Background: an optimization exercise with open tools, aiming at small area and a short achievable clock period. Do not read the settings as production practice. Function was checked by simulation only, so behaviour that the tests miss may differ from the original. Power and IR drop assume default switching activity.

===== run.sh =====
#!/bin/bash
# synth_recipe.tcl (not shown) runs the flow's synth.tcl, then flattens the netlist and writes it again
# the make line also repeats each setting of config.mk as NAME=value (left out here)
make -C /OpenROAD-flow-scripts/flow DESIGN_CONFIG=/design/flow/config.mk WORK_HOME=/design/flow/orfs CLKGATE_MAP_FILE= SYNTH_SCRIPT=/design/flow/synth_recipe.tcl finish

===== config.mk =====
export PLATFORM = sky130hd
export DESIGN_NAME = bru_bht
export DESIGN_NICKNAME = bru_bht
export VERILOG_FILES = /design/flow/design.v
export SDC_FILE = /design/flow/constraint.sdc
export NUM_CORES = 4
export LEC_CHECK = 0
export CAP_MARGIN = 20
export CORE_MARGIN = 2
export CORE_UTILIZATION = 60
export CTS_BUF_LIST = sky130_fd_sc_hd__clkbuf_16
export CTS_CLUSTER_DIAMETER = 90
export CTS_CLUSTER_SIZE = 28
export PLACE_DENSITY = 0.68
export SETUP_SLACK_MARGIN = 5
export SLEW_MARGIN = 20
export SYNTH_HIERARCHICAL = 1
export SYNTH_MINIMUM_KEEP_SIZE = 0

===== constraint.sdc =====
create_clock -name core_clock -period 12.0 [get_ports {clk_i}]
set_input_delay 2.4000 -clock core_clock [delete_from_list [all_inputs] [get_ports {clk_i}]]
set_output_delay 2.4000 -clock core_clock [all_outputs]
set_load 0.01 [all_outputs]

===== design.v =====
package bru_pkg;
  localparam logic [2:0] F3_BEQ  = 3'b000;
  localparam logic [2:0] F3_BNE  = 3'b001;
  localparam logic [2:0] F3_BLT  = 3'b100;
  localparam logic [2:0] F3_BGE  = 3'b101;
  localparam logic [2:0] F3_BLTU = 3'b110;
  localparam logic [2:0] F3_BGEU = 3'b111;
  localparam logic [1:0] CNT_SNT = 2'b00;
  localparam logic [1:0] CNT_WNT = 2'b01;
  localparam logic [1:0] CNT_WT  = 2'b10;
  localparam logic [1:0] CNT_ST  = 2'b11;
  typedef enum logic {S_INIT, S_RUN} state_t;
  function automatic logic [1:0] sat_update(input logic [1:0] cnt, input logic taken);
    logic [1:0] res;
    res = cnt;
    if (taken) begin
      if (cnt != CNT_ST) res = cnt + 2'd1;
    end else begin
      if (cnt != CNT_SNT) res = cnt - 2'd1;
    end
    sat_update = res;
  endfunction
endpackage
module bru_cmp #(
  parameter int XLEN = 32
) (
  input  logic [XLEN-1:0] rs1,
  input  logic [XLEN-1:0] rs2,
  output logic            eq,
  output logic            lt,
  output logic            ltu
);
  localparam int N = XLEN - 1;
  localparam int LVL = $clog2(N);
  logic [N-1:0] g [LVL+1];
  logic [N-1:0] e [LVL+1];
  assign g[0] = ~rs1[N-1:0] & rs2[N-1:0];
  assign e[0] = ~(rs1[N-1:0] ^ rs2[N-1:0]);
  for (genvar l = 0; l < LVL; l++) begin : g_lvl
    localparam int W = (N + (1 << l) - 1) >> l;    
    for (genvar j = 0; j < N; j++) begin : g_grp
      if (2*j+1 < W) begin : g_pair
        assign g[l+1][j] = g[l][2*j+1] | (e[l][2*j+1] & g[l][2*j]);
        assign e[l+1][j] = e[l][2*j+1] & e[l][2*j];
      end else if (2*j < W) begin : g_pass
        assign g[l+1][j] = g[l][2*j];
        assign e[l+1][j] = e[l][2*j];
      end else begin : g_zero
        assign g[l+1][j] = 1'b0;
        assign e[l+1][j] = 1'b0;
      end
    end
  end
  logic s_eq;
  assign s_eq = ~(rs1[N] ^ rs2[N]);
  assign eq  = s_eq & e[LVL][0];
  assign ltu = (~rs1[N] & rs2[N]) | (s_eq & g[LVL][0]);
  assign lt  = (rs1[N] & ~rs2[N]) | (s_eq & g[LVL][0]);
endmodule
module bru_bht #(
  parameter int XLEN      = 32,
  parameter int BHT_DEPTH = 64,
  parameter int TAG_W     = 8
) (
  input  logic            clk_i,
  input  logic            rst_i,
  input  logic [XLEN-1:0] if_pc_i,
  output logic            if_pred_taken_o,
  output logic [XLEN-1:0] if_pred_target_o,
  input  logic            ex_valid_i,
  input  logic [XLEN-1:0] ex_pc_i,
  input  logic [XLEN-1:0] rs1_data_i,
  input  logic [XLEN-1:0] rs2_data_i,
  input  logic            is_br_i,
  input  logic            is_uncbr_i,
  input  logic [2:0]      funct3_i,
  input  logic [XLEN-1:0] ex_target_i,
  input  logic            ex_pred_taken_i,
  input  logic [XLEN-1:0] ex_pred_target_i,
  output logic            true_br_decision_o,
  output logic            mispredict_o,
  output logic [XLEN-1:0] redirect_pc_o,
  output logic            busy_o
);
  localparam int IDX_W = $clog2(BHT_DEPTH);
  localparam logic [IDX_W-1:0] LAST_IDX = IDX_W'(BHT_DEPTH - 1);
  logic [1:0]       cnt_mem   [BHT_DEPTH];
  logic [TAG_W-1:0] tag_mem   [BHT_DEPTH];
  logic [XLEN-1:0]  tgt_mem   [BHT_DEPTH];
  logic             init_q;
  logic [IDX_W-1:0] ptr_q;
  logic             eq, lt, ltu, taken;
  logic [IDX_W-1:0] if_idx, ex_idx;
  logic [TAG_W-1:0] if_tag, ex_tag;
  logic             upd_en, tt_en;
  logic [1:0]       cnt_new;
  localparam int IW = XLEN - 2;
  localparam int IL = $clog2(IW);
  function automatic logic [XLEN-1:0] pc_plus4(input logic [XLEN-1:0] pc);
    logic [IW-1:0] p [IL+1];
    logic [XLEN-1:0] r;
    p[0] = pc[XLEN-1:2];
    for (int l = 0; l < IL; l++)
      for (int i = 0; i < IW; i++)
        p[l+1][i] = (i >= (1 << l)) ? (p[l][i] & p[l][i-(1<<l)]) : p[l][i];
    r[1:0] = pc[1:0];
    r[2]   = ~pc[2];
    for (int i = 1; i < IW; i++) r[i+2] = pc[i+2] ^ p[IL][i-1];
    pc_plus4 = r;
  endfunction
  logic [XLEN-1:0] if_pc4, ex_pc4;
  assign if_pc4 = pc_plus4(if_pc_i);
  assign ex_pc4 = pc_plus4(ex_pc_i);
  bru_cmp #(.XLEN(XLEN)) u_cmp (
    .rs1 (rs1_data_i),
    .rs2 (rs2_data_i),
    .eq  (eq),
    .lt  (lt),
    .ltu (ltu)
  );
  localparam int NTK = XLEN / 8;
  localparam int TK_MIS = NTK;
  localparam int TK_UPD = NTK + 1;
  logic [NTK+1:0] tk;
  logic           tgt_ne;
  for (genvar c = 0; c < NTK + 2; c++) begin : g_tk
    bru_taken u_tk (
      .eq (eq), .lt (lt), .ltu (ltu),
      .is_br (is_br_i), .is_uncbr (is_uncbr_i), .funct3 (funct3_i),
      .taken (tk[c])
    );
  end
  assign taken              = tk[TK_UPD];
  assign tgt_ne             = (ex_pred_target_i != ex_target_i);
  assign true_br_decision_o = tk[TK_MIS];
  bru_mux2 #(.W(1)) u_mis (
    .s (tk[TK_MIS]),
    .a (ex_valid_i & (~ex_pred_taken_i | tgt_ne)),
    .b (ex_valid_i & ex_pred_taken_i),
    .y (mispredict_o)
  );
  for (genvar c = 0; c < NTK; c++) begin : g_red
    bru_mux2 #(.W(8)) u_mux (
      .s(tk[c]), .a(ex_target_i[8*c +: 8]), .b(ex_pc4[8*c +: 8]), .y(redirect_pc_o[8*c +: 8]));
  end
  assign busy_o = rst_i | init_q;
  assign if_idx = if_pc_i[IDX_W+1:2];
  assign if_tag = if_pc_i[IDX_W+TAG_W+1:IDX_W+2];
  assign ex_idx = ex_pc_i[IDX_W+1:2];
  assign ex_tag = ex_pc_i[IDX_W+TAG_W+1:IDX_W+2];
  localparam int NG = BHT_DEPTH / 8;
  localparam int NH = XLEN / 8;                    
  localparam int RW = XLEN + NH;                   
  logic [7:0]           ex_lo;
  logic [NG-1:0]        ex_hi;
  logic [7:0]           if_lo_n, if_hi_n;
  logic [BHT_DEPTH-1:0] if_dec, ex_dec;
  logic [BHT_DEPTH-1:0] match;
  logic [XLEN-1:0]      rd_tgt;
  logic [NH-1:0]        rd_hit, pred;
  logic [1:0]           rd_cnt_ex;
  logic [NG*RW-1:0]     if_grp;
  logic [NG*2-1:0]      ex_grp;
  always_comb begin
    for (int j = 0; j < 8; j++) begin
      ex_lo[j] = (ex_idx[2:0] == 3'(j));
    end
    for (int g = 0; g < NG; g++) begin
      ex_hi[g] = (ex_idx[IDX_W-1:3] == (IDX_W-3)'(g));
    end
    for (int i = 0; i < BHT_DEPTH; i++) begin
      ex_dec[i] = ex_lo[i % 8] & ex_hi[i / 8];
      match[i]  = ~busy_o & cnt_mem[i][1] & (tag_mem[i] == if_tag);
    end
  end
  bru_pdec3 u_if_lo (.a(if_idx[2:0]), .y_n(if_lo_n));
  bru_pdec3 u_if_hi (.a(if_idx[5:3]), .y_n(if_hi_n));
  for (genvar g = 0; g < NG; g++) begin : g_dec
    bru_nor2 #(.W(8)) u_dec (.a(if_lo_n), .b({8{if_hi_n[g]}}), .y(if_dec[8*g +: 8]));
  end
  for (genvar g = 0; g < NG; g++) begin : g_grp
    logic [8*RW-1:0] if_d;
    logic [8*2-1:0]  ex_d;
    for (genvar j = 0; j < 8; j++) begin : g_ent
      assign if_d[j*RW +: RW] = {{NH{match[8*g+j]}}, tgt_mem[8*g+j]};
      assign ex_d[j*2 +: 2]   = cnt_mem[8*g+j];
    end
    bru_sel8 #(.W(RW)) u_if (.sel(if_dec[8*g +: 8]), .d(if_d), .y(if_grp[g*RW +: RW]));
    bru_sel8 #(.W(2))  u_ex (.sel(ex_lo), .d(ex_d), .y(ex_grp[g*2 +: 2]));
  end
  bru_or8 #(.W(RW)) u_if_fin (.d(if_grp), .y({rd_hit, rd_tgt}));
  bru_sel8 #(.W(2))  u_ex_fin (.sel(ex_hi), .d(ex_grp), .y(rd_cnt_ex));
  assign pred            = rd_hit;
  assign if_pred_taken_o = pred[0];
  for (genvar c = 0; c < NH; c++) begin : g_ptgt
    bru_mux2 #(.W(8)) u_mux (
      .s(pred[c]), .a(rd_tgt[8*c +: 8]), .b(if_pc4[8*c +: 8]), .y(if_pred_target_o[8*c +: 8]));
  end
  always_ff @(posedge clk_i) begin
    if (rst_i) begin
      init_q <= 1'b1;
      ptr_q  <= '0;
    end else if (init_q) begin
      ptr_q  <= ptr_q + 1'b1;
      if (ptr_q == LAST_IDX) init_q <= 1'b0;
    end
  end
  assign upd_en  = ex_valid_i & ~busy_o & (is_br_i | is_uncbr_i);
  assign tt_en   = upd_en & taken;
  assign cnt_new = is_uncbr_i ? bru_pkg::CNT_ST : bru_pkg::sat_update(rd_cnt_ex, taken);
  logic [1:0] cnt_wd;
  assign cnt_wd = rst_i ? bru_pkg::CNT_WNT : cnt_new;
  always_ff @(posedge clk_i) begin
    for (int i = 0; i < BHT_DEPTH; i++) begin
      if (rst_i | (upd_en & ex_dec[i])) cnt_mem[i] <= cnt_wd;
      if (tt_en & ex_dec[i]) begin
        tag_mem[i] <= ex_tag;
        tgt_mem[i] <= ex_target_i;
      end
    end
  end
endmodule
module bru_sel8 #(
  parameter int W = 1
) (
  input  logic [7:0]     sel,
  input  logic [8*W-1:0] d,
  output logic [W-1:0]   y
);
  always_comb begin
    y = '0;
    for (int j = 0; j < 8; j++) y = y | ({W{sel[j]}} & d[j*W +: W]);
  end
endmodule
module bru_or8 #(
  parameter int W = 1
) (
  input  logic [8*W-1:0] d,
  output logic [W-1:0]   y
);
  logic [4*W-1:0] n;
  for (genvar p = 0; p < 4; p++) begin : g_pair
    bru_nor2 #(.W(W)) u_nor (.a(d[(2*p)*W +: W]), .b(d[(2*p+1)*W +: W]), .y(n[p*W +: W]));
  end
  bru_nand4 #(.W(W)) u_nand (.a(n[0 +: W]), .b(n[W +: W]), .c(n[2*W +: W]), .d(n[3*W +: W]), .y(y));
endmodule
module bru_nor2 #(
  parameter int W = 1
) (
  input  logic [W-1:0] a,
  input  logic [W-1:0] b,
  output logic [W-1:0] y
);
  assign y = ~(a | b);
endmodule
module bru_nand4 #(
  parameter int W = 1
) (
  input  logic [W-1:0] a,
  input  logic [W-1:0] b,
  input  logic [W-1:0] c,
  input  logic [W-1:0] d,
  output logic [W-1:0] y
);
  assign y = ~(a & b & c & d);
endmodule
module bru_mux2 #(
  parameter int W = 1
) (
  input  logic         s,
  input  logic [W-1:0] a,
  input  logic [W-1:0] b,
  output logic [W-1:0] y
);
  logic [W-1:0] pa_n, pb_n;
  bru_nand2 #(.W(W)) u_pa (.a({W{s}}), .b(a), .y(pa_n));
  bru_orn2  #(.W(W)) u_pb (.a({W{s}}), .b(b), .y(pb_n));
  bru_nand2 #(.W(W)) u_y  (.a(pa_n), .b(pb_n), .y(y));
endmodule
module bru_nand2 #(
  parameter int W = 1
) (
  input  logic [W-1:0] a,
  input  logic [W-1:0] b,
  output logic [W-1:0] y
);
  assign y = ~(a & b);
endmodule
module bru_orn2 #(
  parameter int W = 1
) (
  input  logic [W-1:0] a,
  input  logic [W-1:0] b,
  output logic [W-1:0] y
);
  assign y = a | ~b;
endmodule
module bru_taken (
  input  logic       eq,
  input  logic       lt,
  input  logic       ltu,
  input  logic       is_br,
  input  logic       is_uncbr,
  input  logic [2:0] funct3,
  output logic       taken
);
  logic s_eq, s_ne, s_lt, s_ge, s_ltu, s_geu;
  logic t_eq_n, t_lt_n, t_ltu_n;
  assign s_eq  = is_br & (funct3 == bru_pkg::F3_BEQ);
  assign s_ne  = is_br & (funct3 == bru_pkg::F3_BNE);
  assign s_lt  = is_br & (funct3 == bru_pkg::F3_BLT);
  assign s_ge  = is_br & (funct3 == bru_pkg::F3_BGE);
  assign s_ltu = is_br & (funct3 == bru_pkg::F3_BLTU);
  assign s_geu = is_br & (funct3 == bru_pkg::F3_BGEU);
  bru_mux2i u_eq  (.s(eq),  .a(s_eq),  .b(s_ne),  .y(t_eq_n));
  bru_mux2i u_lt  (.s(lt),  .a(s_lt),  .b(s_ge),  .y(t_lt_n));
  bru_mux2i u_ltu (.s(ltu), .a(s_ltu), .b(s_geu), .y(t_ltu_n));
  bru_nand4 #(.W(1)) u_or (.a(t_eq_n), .b(t_lt_n), .c(t_ltu_n), .d(~is_uncbr), .y(taken));
endmodule
module bru_mux2i (
  input  logic s,
  input  logic a,
  input  logic b,
  output logic y
);
  assign y = ~(s ? a : b);
endmodule
module bru_pdec3 (
  input  logic [2:0] a,
  output logic [7:0] y_n
);
  always_comb begin
    for (int j = 0; j < 8; j++) y_n[j] = ~(a == 3'(j));
  end
endmodule

==> flow_summary.rst <==
.. list-table::
   :header-rows: 1

   * - Metric
     - Value
   * - Status
     - no timing/DRC/antenna violations
   * - Critical path required time
     - 9.60 ns
   * - CP dominant cell by count
     - buf_6
   * - Power Internal
     - 12.55 mW
   * - Pwr per Cell Area
     - 132.9 mW/mm^2
   * - Setup repair after global routing missed its margin
     - yes
   * - DRT antenna net count
     - 0
   * - Total net switching power
     - 3.511 mW
   * - Setup clock skew after layout
     - 0.03191 ns
   * - Htree depth
     - 3
   * - Core region area
     - 0.1780 mm^2
   * - Boundary Pins
     - 269
   * - Critical Path End Type
     - primary output
   * - Critical-path top delay cell
     - nand4_1
   * - Starting density of the core
     - 60.22%
   * - Buffer depth of the longest clock path
     - 3
   * - Async set-or-reset flop fraction in the synthesized netlist
     - 0%
   * - Share of total power consumed by net switching
     - 21.85%
   * - Final GP Congestion
     - 0.9330
   * - Type of the worst setup path
     - input pin to primary output
   * - Endpoint of the lowest-slack register-to-register path
     - tgt_mem[10][16]$_DFFE_PP_
   * - Global-route wire length before repair
     - 438400 um
   * - NumNets Final
     - 7132
   * - Critical Path, Cell by Cell
     - buf_16, xor2_2, nor4_2, nand4_1, nor4_4, buf_4, buf_6, buf_6, a22oi_2, nand4_1, nor2_4, nand4_1, buf_6, buf_12, buf_4, nand2_1, nand2_2, buf_6
   * - Sum of routed wire length over all layers
     - 316300 um
   * - Standard-cell row count
     - 155
   * - Timing-limited maximum frequency
     - 0.1318 GHz
   * - Final hold violations
     - 0
   * - Origin of the worst min-delay path
     - ptr_q[5]$_SDFFE_PP0P_
   * - R2R setup slack
     - 8.09 ns
   * - Arrival @ worst endpoint
     - 5.19 ns
   * - Seq cells post-synth
     - 2695
   * - Max-slew violation count
     - 0
   * - Root Driver
     - clkbuf_16
   * - Synth unique cells
     - 53
   * - Area delta synth->final
     - 12.71%
   * - Syn Std Cell Area
     - 0.1072 mm^2
   * - Horiz. Die Dim
     - 426.7 um
   * - Total GRT Usage
     - 34.03%
   * - Number of cells produced by synthesis
     - 6380
   * - Clock transition time at the flip-flop clock pins of the worst setup and hold paths
     - 0.12 ns
   * - Setup TNS
     - 0 ns
   * - Area share of the leading cell type in the synthesized netlist
     - 75.29%
   * - Slew at the pin closest to its max-slew limit
     - 1.025 ns
   * - Comb power frac
     - 6.7%
   * - Dominant cell by count in the synthesized netlist
     - edfxtp_1
   * - Remaining max-slew budget at the tightest pin
     - 31.47%
   * - Maximum number of pins on one net before global-route repair
     - 67
   * - DIE AREA
     - 0.1821 mm^2
   * - Final clock period utilization by the worst path
     - 63.22%
   * - Length of the first detailed-routing pass in iterations
     - 7
   * - Clock tree from TritonCTS
     - built
   * - Crit start category
     - input pin
   * - Power consumption
     - 16.06 mW
   * - # DRC
     - 0
   * - Initial antenna violation count
     - 14
   * - Number of global-route vias before repair
     - 60470
   * - Later-pin clock latency in the skew report
     - 0.80 ns
   * - Part of the power in registers
     - 64.8%
   * - Launch point of the worst reg-to-reg path
     - init_q$_SDFF_PP1_
   * - Via count
     - 63490
   * - Most used standard cells in the synthesized netlist
     - 2688 x edfxtp_1, 1224 x a22oi_1, 522 x xnor2_1
   * - Sink Count
     - 2695
   * - Overflow left after global routing
     - 0
   * - Largest cells by area after synthesis
     - edfxtp_1 75%, a22oi_1 8.6%, xnor2_1 4.3%, buf_6 2.7%, nand4_1 2.6%
   * - Sequential share of the synthesized area
     - 75.42%
   * - Count of final setup violators
     - 0
   * - Fraction of layout cells with a size suffix above 1
     - 19.30%
   * - Average cell area after synthesis
     - 16.80 um^2
   * - Count of max-cap constraint violations
     - 0
   * - First DRT Iteration DRCs
     - 9398
   * - Wire length per cell after detailed routing
     - 34.08 um
   * - Minimum clock period after layout
     - 7.587 ns
   * - Power share of the clock group
     - 28.5%
   * - Drt via density
     - 6.841
   * - Total half-perimeter wirelength after legalization and detailed placement
     - 190100 um
   * - Logic depth of the worst register-to-register path
     - 9
   * - Biggest area consumer among synthesized cells
     - edfxtp_1
   * - Die Y-Extent
     - 426.7 um
   * - Max IR drop VDD
     - 0.1245 mV
   * - Standby leakage power
     - 37.26 nW
   * - Hold EP
     - ptr_q[5]$_SDFFE_PP0P_
   * - Synthesized net count
     - 6622
   * - Worst hold stages
     - 2
   * - Worst hold path class
     - flip-flop to flip-flop
   * - Number of buffer cells added on primary ports
     - 268
   * - Maximum fanout count along the critical path
     - 6
   * - Slowest cell delay on critical path
     - 0.38 ns
   * - Number of CTS-inserted buffers
     - 109
   * - Yosys Warn Count
     - 18
   * - Post-synth EDFFs
     - 2688
   * - Primary flip-flop cell chosen by synthesis mapping
     - edfxtp_1
==> layout by cell type (no fill, tap or decap), drive strengths merged, types with 73 or more instances in the layout <==
cell and instances:
buf 622, nand2 180, xnor2 522, edfxtp 2688
nand4 443, inv 73, nand3 139, xor2 81
a22oi 1224, nor2 302, clkdlybuf4s50 77, clkbuf 130
==> flip-flops by register name (all words and copies together) (netlist names) <==
| register | count |
|---|---|
| tgt_mem | 2048 |
| tag_mem | 512 |
| cnt_mem | 128 |
| ptr_q | 6 |
| init_q | 1 |
==> Yosys stat by module, one instance, submodules excluded, a selection <==
module	times used	flops+latches
bru_pdec3	2	0
bru_taken	6	0
bru_bht	1	2695
bru_mux2i	18	0
==> metrics by stage <==
| stage | cell area, um^2 | utilization, % | setup WS (ns) | hold slack (ns) | cells |
|---|---|---|---|---|---|
| 6_report | 120800 | 67.88 | 4.414 | 0.5026 | 9281 |
| 5_1_grt | 120800 | 67.87 | 4.406 | 0.5227 | 9280 |
| 4_1_cts | 118800 | 66.76 | 4.441 | 0.4975 | 9176 |
| 3_5_place_dp | 112000 | 62.90 | 2.447 | 0.4817 | 8884 |
| 3_3_place_gp | 112000 | 62.88 | 2.507 | 0.4652 | 8884 |
| 2_1_floorplan | 107200 | - | 5.010 | 0.4537 | 6380 |
==> what timing repair did <==
action	4_1_cts	5_1_grt
hold buffers	0	0
hold endpoints to repair	0	0
buffers inserted	131	92
gates cloned	16	11
pin swaps	132	115
setup endpoints to repair	67	67
gates resized for setup	1057	192
==> kinds of logic (layout without fill, tap and decap cells) <==
group | Yosys count | in the layout | synth area share (%)
flip-flops | 2695 | 2695 | 75.42
XOR/XNOR | 603 | 603 | 4.926
AND/OR/NAND/NOR | 1297 | 1299 | 6.520
multiplexers | 19 | 19 | 0.1774
other | 0 | 2 | 0
adder cells (fa/ha/maj) | 43 | 43 | 0.4972
AO/OA/AOI/OAI | 1317 | 1317 | 9.179
buffers and inverters | 406 | 948 | 3.282
==> worst max-delay path, delay by kind of cell <==
family                 cells  cell delay (ns)
buffers and inverters      8             1.04
AND/OR/NAND/NOR            8             1.51
XOR/XNOR                   1             0.16
AO/OA/AOI/OAI              1             0.04
==> area by class of cell <==
class	count	area, um^2
clock inverters	33	365.4
inverters	56	212.7
fillers	11780	57190
repair buffers	747	7564
multi-input cells	3281	26090
well taps	2355	2947
flip-flops and latches	2695	80860
clock buffers	112	2803
diodes	2	5.005
==> worst max path at each step <==
stage | startpoint | to | slack (ns) | depth (start not counted)
6_report | if_pc_i[8] | if_pred_target_o[16] | 4.41 | 18
5_1_grt | if_pc_i[8] | if_pred_target_o[16] | 4.41 | 18
4_1_cts | if_pc_i[10] | if_pred_target_o[10] | 4.44 | 17
3_5_place_dp | if_pc_i[7] | if_pred_target_o[10] | 2.45 | 11
3_3_place_gp | if_pc_i[7] | if_pred_target_o[13] | 2.51 | 11
2_1_floorplan | rs1_data_i[27] | redirect_pc_o[0] | 5.01 | 11
==> metal layers <==
layer	GRT usage, %	up-vias	wire, um
li1	-	26450	-
met1	45.97	32480	114400
met2	53.61	3931	148500
met3	6.467	627	35880
met4	16.83	6	17500
met5	0	-	52
==> power groups by stage <==
stage | Clock, mW | Combinational, mW | Sequential (mW)
after floorplan | 0 | 0.354 | 10.6
after global routing | 4.88 | 1.12 | 10.4
after CTS | 4.58 | 0.984 | 10.4
after global placement | 0 | 0.854 | 10.6
final | 4.58 | 1.08 | 10.4
after detailed placement | 0 | 0.868 | 10.6

## separate check: timing with driven ports
How much do the figures lean on ideal ports? The routed layout below was timed once more, with nothing changed but the port constraints. Step 1 sets driving cells, clkbuf_16 on the clock port and buf_2 on the other inputs (assumed; they add their load-dependent delay and slew). Step 2 adds t to the input delays and takes it off the output delays; t is the mean of the earliest and latest rising clock arrival at the registers after step 1. Input paths then give back, and output paths get back, about the clock's delay inside the block. Three values: ideal, step 1, step 2; two values: the first two.
t (ns): 0.889
setup slack, ns: 4.413 / 4.047 / 4.047
worst data-port slew with drivers (ns): 0.48
After both steps this run still meets setup and hold. The setup slack of this run moves by -0.366 ns with the drivers and by -0.366 ns with both steps.
